What follows belongs to an exercise in optimizing a design on an open flow for a short achievable clock period and few clock cycles per item; a production flow would make more cautious choices. Only simulation tests tie the RTL to the original design; equivalence was not proved. No driver is modelled on the clock port, so clocking that relies on it looks cheaper here than on a real chip. No activity file was given, so power comes from the tool's default toggle rates.

## flow/design.v (module list and top-level ports; edited modules follow where they fit)
// module cl_inv: 6 lines
// module cl_and2: 7 lines
// module cl_or2: 7 lines
// module cl_nand2: 7 lines
// module cl_nand3: 8 lines
// module cl_nand4: 9 lines
// module cl_nor2: 7 lines
// module cl_nor3: 8 lines
// module cl_aoi21: 8 lines
// module cl_oai21: 8 lines
// module cl_aoi22: 9 lines
// module cl_xor2: 7 lines
// module cl_xnor2: 7 lines
// module cl_o22ai: 9 lines
// module cl_gn_sub: 7 lines
// module cl_pn_sub: 7 lines
// module mv_dec: 35 lines
// module alu_flags: 40 lines
// module kadd_add: 425 lines
// module kadd_add_an: 425 lines
// module kadd_add_bn: 425 lines
// module kadd_sub: 310 lines
// module kadd_sub_an: 310 lines
// module kadd_sub_bn: 310 lines
// module top_sel: 2477 lines
// module uop_core: 208 lines
module uop_core #(
	parameter int STACK_DEPTH = 4
) (
	input  logic        clk,
	input  logic        reset_n,
	input  logic        uop_valid,
	input  logic [17:0] uop,
	output logic        done,
	output logic [15:0] tos,
	output logic [15:0] flags
);
  // ...
==> flow/flow/run.sh <==
#!/bin/bash
# Layout flow: the standard flow (standard.sh), run unchanged for
# synthesis, then for the rest with plain buffers (buf_8) as the port
# buffers, and with one more timing repair pass after clock tree synthesis
# (flow/repair.tcl). Each step's full output goes to a log file here.
set -euo pipefail
B="BUFFER_PORTS_ARGS=-buffer_cell sky130_fd_sc_hd__buf_8"
bash standard.sh synth > synth.log 2>&1
bash standard.sh "$B" cts > cts.log 2>&1
openroad -no_init -exit flow/repair.tcl > repair.log 2>&1
bash standard.sh "$B" finish > finish.log 2>&1
==> flow/flow/repair.tcl <==
# One more setup repair pass on the clock-tree-synthesized design, written
# back in place of 4_cts.odb; the standard flow goes on from there.
set P $::env(FLOW_HOME)/platforms/sky130hd
set R orfs/results/sky130hd/uop_core/base
read_liberty $P/lib/sky130_fd_sc_hd__tt_025C_1v80.lib
read_db $R/4_cts.odb
read_sdc $R/4_cts.sdc
source $P/setRC.tcl
set_propagated_clock [all_clocks]
set_dont_use [get_lib_cells {*/sky130_fd_sc_hd__probe* */sky130_fd_sc_hd__lpflow*}]
estimate_parasitics -placement
report_worst_slack
repair_timing -setup -setup_margin 2.7 -repair_tns 100 -max_passes 1000 -match_cell_footprint -verbose
detailed_placement
check_placement
estimate_parasitics -placement
report_worst_slack
write_db $R/4_cts.odb
==> flow/standard.sh <==
#!/bin/bash
# synth_recipe.tcl (not shown) runs the flow's synth.tcl, then flattens the netlist and writes it again
# the make line also repeats each setting of config.mk as NAME=value (left out here)
make -C /OpenROAD-flow-scripts/flow DESIGN_CONFIG=/design/flow/config.mk WORK_HOME=/design/flow/orfs CLKGATE_MAP_FILE= SYNTH_SCRIPT=/design/flow/synth_recipe.tcl "${@:-finish}"
==> flow/config.mk <==
export PLATFORM = sky130hd
export DESIGN_NAME = uop_core
export DESIGN_NICKNAME = uop_core
export VERILOG_FILES = /design/flow/design.v
export SDC_FILE = /design/flow/constraint.sdc
export NUM_CORES = 4
export LEC_CHECK = 0
export ABC_CLOCK_PERIOD_IN_PS = 700
export CAP_MARGIN = 20
export CORE_MARGIN = 2
export CORE_UTILIZATION = 50
export PLACE_DENSITY = 0.65
export SETUP_SLACK_MARGIN = 2.5
export SLEW_MARGIN = 20
export SYNTH_HIERARCHICAL = 1
export SYNTH_MINIMUM_KEEP_SIZE = 0
==> flow/constraint.sdc <==
create_clock -name core_clock -period 4.5 [get_ports {clk}]
set_input_delay 0.9000 -clock core_clock [delete_from_list [all_inputs] [get_ports {clk}]]
set_output_delay 0.9000 -clock core_clock [all_outputs]
set_load 0.01 [all_outputs]
==> flow_summary.ini, run 1 <==
[cells_and_area]
largest_reg_flops = 240
regMostFlops = rf
multi_input_area_sq_mm = 0.02364
n_antenna_cell = 0
layout_common_cells = 611 x dfxtp_1, 537 x a22oi_2, 509 x nor2_1
final_cells = 5626
clk_share_pct = 5.544
seq-cell-share_pct = 31.46

[placed_design]
pre_cts_ws_ns = 1.166
place_area_sq_mm = 0.04136

[floorplan]
die_h_microns = 292.8
rows = 105

[route]
met3WireLength_microns = 10870
wl_met2_microns = 69310
drt-total-wl_microns = 150500
vias = 34150
drc = 0

[setup_path]
path_class = reg2out
critPathArrivalTime_ns = 1.13
cp_slowest_stage_delay_ns = 0.39
r2r-start = e1[2]
setup.worst_path.end_class = primary output
rr_endpoint = add_q[3][15]
rrSetupSlack_ns = 2.56

[power_and_ir_drop]
switching_share_pct = 29.55
maxPowerGroup = sequential cells
power_uw = 16730
p_leak_uw = 0.01829

[timing]
slew_violations = 0
setup-tns-final_ns = 0
setup_violations = 0
setup_ws_ns = 2.471
layout_min_cycle_time_ns = 2.029
rsz0062_at_grt = yes

[hold_path]
hp-start = hf[5]
holdPathEnd = hf[5]

[clocking]
tritoncts = done
ctsLongestPathBuffers = 3
cts_setup_buffers = 35
postCtsHoldBufs = 0

[global_routing]
antenna_found_initial = 2
grtUsageMet1_pct = 42.54

[job]
maxCapViolations = 0

[status]
status = complete, no violations
Testbench counts, summed over its fixed seeds: cycles 64,000, uops 32,000.
==> run 2, diff against run 1 <==
==> flow/flow/run.sh (replaced) <==
#!/bin/bash
# Layout flow: the standard flow (standard.sh), run unchanged for
# synthesis, then for the rest with plain buffers (buf_8) as the port
# buffers, with two steps of its own in between:
#   flow/outbuf.tcl after placement: each output port's buffer is placed
#     next to the register driving it (the buffer drives the wire to the pin)
#   flow/repair.tcl after clock tree synthesis: one more setup repair pass
# Each step's full output goes to a log file here.
set -euo pipefail
B="BUFFER_PORTS_ARGS=-buffer_cell sky130_fd_sc_hd__buf_8"
bash standard.sh synth > synth.log 2>&1
bash standard.sh "$B" place > place.log 2>&1
openroad -no_init -exit flow/outbuf.tcl > outbuf.log 2>&1
bash standard.sh "$B" cts > cts.log 2>&1
openroad -no_init -exit flow/repair.tcl > repair.log 2>&1
bash standard.sh "$B" finish > finish.log 2>&1
==> flow/flow/outbuf.tcl (new file) <==
# Place each output port's buffer next to the register that drives it, so
# the buffer (not the register) drives the long wire to the pin. Then
# legalize and write the placement back for the standard flow to go on.
set P $::env(FLOW_HOME)/platforms/sky130hd
set R orfs/results/sky130hd/uop_core/base
read_liberty $P/lib/sky130_fd_sc_hd__tt_025C_1v80.lib
read_db $R/3_place.odb
set block [ord::get_db_block]
set moved 0
foreach bt [$block getBTerms] {
  if {[$bt getIoType] ne "OUTPUT"} { continue }
  set net [$bt getNet]
  set buf ""
  foreach it [$net getITerms] {
    if {[$it isOutputSignal]} { set buf [$it getInst] }
  }
  if {$buf eq ""} { continue }
  set src ""
  foreach it [$buf getITerms] {
    if {[$it isInputSignal]} {
      set in [$it getNet]
      if {$in ne "NULL"} {
        foreach j [$in getITerms] {
          if {[$j isOutputSignal]} { set src [$j getInst] }
        }
      }
    }
  }
  if {$src eq ""} { continue }
  set loc [$src getLocation]
  $buf setLocation [lindex $loc 0] [lindex $loc 1]
  $buf setPlacementStatus PLACED
  incr moved
}
puts "moved $moved output buffers"
detailed_placement
check_placement
write_db $R/3_place.odb
==> run 2 against run 1 <==
Against the previous run: still clean; final cell count is essentially flat; sequential power hardly changed; total power is 0.32% higher; combinational power about the same; maximum frequency rose by 1.1%; clock skew is 0.0044 ns higher; clock power rose by 0.7%; non-clock buffer count rose by 4; die area stayed put; area after synthesis unchanged; critical path type unchanged; highest routed layer is now met4.
==> flow_summary.ini, run 2 <==
[placed_design]
port_buffers = 53
dp_hpwl_microns = 100800
place_area_sq_mm = 0.04136
gp_congestion = 0.9483
dp.cells = 5321
pre_cts_ws_ns = 1.166

[setup_path]
cp_slowest_cell = dfxtp_2
cp_num_buf_inv = 1
critPathArrivalTime_ns = 1.11
cp.depth = 1
r2r-start = wide_q
critPathTopFamily = flip-flops
cp_max_fo = 1
cp_slowest_stage_delay_ns = 0.34
path_cells = buf_8
worstRegToRegCells = 8
startpoint = tos_r[7]
path_class = reg2out
startpoint_type = register
required_ns = 3.60
setup.worst_path.end_class = primary output

[power_and_ir_drop]
power_switching_uw = 4988
p_leak_uw = 0.01835
clkPwrFrac_pct = 40.1
seqPwrFrac_pct = 43.8
switching_share_pct = 29.71
intPower_uw = 11800
p_comb_share_pct = 16.1
power_density_mw_per_mm2 = 351.6
irDropWorstVdd_v = 0.0002770

[clocking]
numClockSinks = 726
clkLatencyLatePin_ns = 0.65
cts_root_buf = clkbuf_16
htree_levels = 3
cts.clk_slew.worst_paths_ns = 0.06
cts_buffers = 80
ctsLongestPathBuffers = 3
postCtsHoldBufs = 0
tritoncts = done

[cells_and_area]
largest_reg_flops = 240
nFillCells = 7113
regMostFlops = rf
final_cells = 5629
area_growth_syn_to_layout_pct = 14.46
fin_nets = 4522
layout_common_cells = 610 x dfxtp_1, 537 x a22oi_2, 515 x nor2_1
drive_gt1_share_pct = 35.71
fin_util_pct = 57.96
fin_area_sq_mm = 0.04774
n_antenna_cell = 0
final_common_cell = dfxtp_1

[route]
first_pass_iters = 6
drt_iter0_drc = 3098
drc = 0
drt-total-wl_microns = 151200
ant_nets = 0
wl_per_cell_microns = 26.86
vias = 34230
vias_per_cell = 6.081

[synthesis]
syn-num-nets = 4618
avgSynthCellArea_sq_um = 9.081
syn_inst = 4593
synth_warnings = 30
synth_area_sq_mm = 0.04171

[floorplan]
core-area_sq_mm = 0.08237
io_pins = 54
die_h_microns = 292.8
dieArea_sq_mm = 0.08575
rows = 105
start_util_pct = 50.64
die_w_microns = 292.8

[global_routing]
grt.overflow.total = 0
antenna_found_initial = 1
grt_max_degree = 136
grt_pass1_vias = 33260
grt_use_total_pct = 34.53
grt_pass1_wl_microns = 220100

[timing]
rsz0062_at_grt = yes
timing.final.crit_share_pct = 44.59
setup_ws_ns = 2.493
max_freq_mhz = 498.4
setup_violations = 0
slew_violations = 0
hold_violations = 0
setup-tns-final_ns = 0
layout_min_cycle_time_ns = 2.007
worstMarginPinSlew_ns = 0.9149
fin_worst_skew_ns = 0.02241
relSlewSlack_pct = 39.01

[hold_path]
hp-start = rf[15][11]
hp-class = reg2reg
hold_path_depth = 2

[job]
maxCapViolations = 0

[status]
status = complete, no violations
[run 2: area by class of cell]
cell class	count	area [sq um]	share of cell area, %
multi-input combinational	3078	23610	49.46
sequential	726	14990	31.39
timing repair buffer	311	3936	8.245
clock buffer	107	2265	4.743
tap	1070	1339	2.804
inverter	299	1214	2.542
clock inverter	37	380.4	0.7967
timing repair inverter	1	8.758	0.01834
[run 2: final timing paths]
path / end / slack (ns)
worst max-delay path: tos[7] / 2.49
worst min-delay path: rf[15][11] / 0.49
worst max register to register: hf[0] / 2.54
worst min register to register: rf[15][11] / 0.49
[run 2: power groups by stage]
stage               clock network, uW  registers (uW)  logic [uW]
CTS                              6770            7360        2360
global placement                    0            7510        2220
floorplan                           0            7320        2030
global route                     7030            7370        2840
finish                           6730            7360        2700
detailed placement                  0            7510        2250
[run 2: timing repair]
action / CTS / global route
setup buffers: 30 / 2
hold endpoints to repair: 0 / 0
gates resized for setup: 240 / 0
setup endpoints to repair: 271 / 15
cloned: 6 / 0
pin swaps: 24 / 0
[run 2: per-layer routing]
metal / global-route usage (%) / up-vias / share of wire, %
met5: 0 / - / 0
li1: - / 15540 / -
met1: 42.76 / 16610 / 39
met4: 24.10 / 0 / 8.1
met3: 4.932 / 472 / 7.5
met2: 55.48 / 1613 / 45
[run 2: through the flow]
step / hold slack, ns / total power [uW]
2_1_floorplan: 0.4547 / 9354
3_3_place_gp: 0.4705 / 9726
3_5_place_dp: 0.4751 / 9754
4_1_cts: 0.4821 / 16500
5_1_grt: 0.5140 / 17250
6_report: 0.4947 / 16790

## static timing again, ports no longer ideal
The flow's constraints put no driver on any port. The routed layouts listed below were extracted and timed again, unchanged, in two steps.
Step 1 sets driving cells, clkbuf_16 on the clock port and buf_2 on the other inputs (assumed; they add their load-dependent delay and slew).
Step 2 moves the port delays by t, midway between the first and last clock arrival at a register: inputs arrive t later, outputs are due t later. That takes back most of the time a late clock gives input paths.
a / b / c = ideal / step 1 / step 2; a / b = the first two.
| run | shift t [ns] | setup slack, ns | worst setup path at the end |
|---|---|---|---|
| run 1 | 0.693 | 2.471 / 2.140 / 1.447 | input to register |
| run 2 | 0.702 | 2.493 / 2.108 / 1.406 | input to register |
After both steps every run listed still meets setup and hold. The setup slack of run 2, which loses most, moves by -0.385 ns with the drivers and by -1.087 ns with both steps.
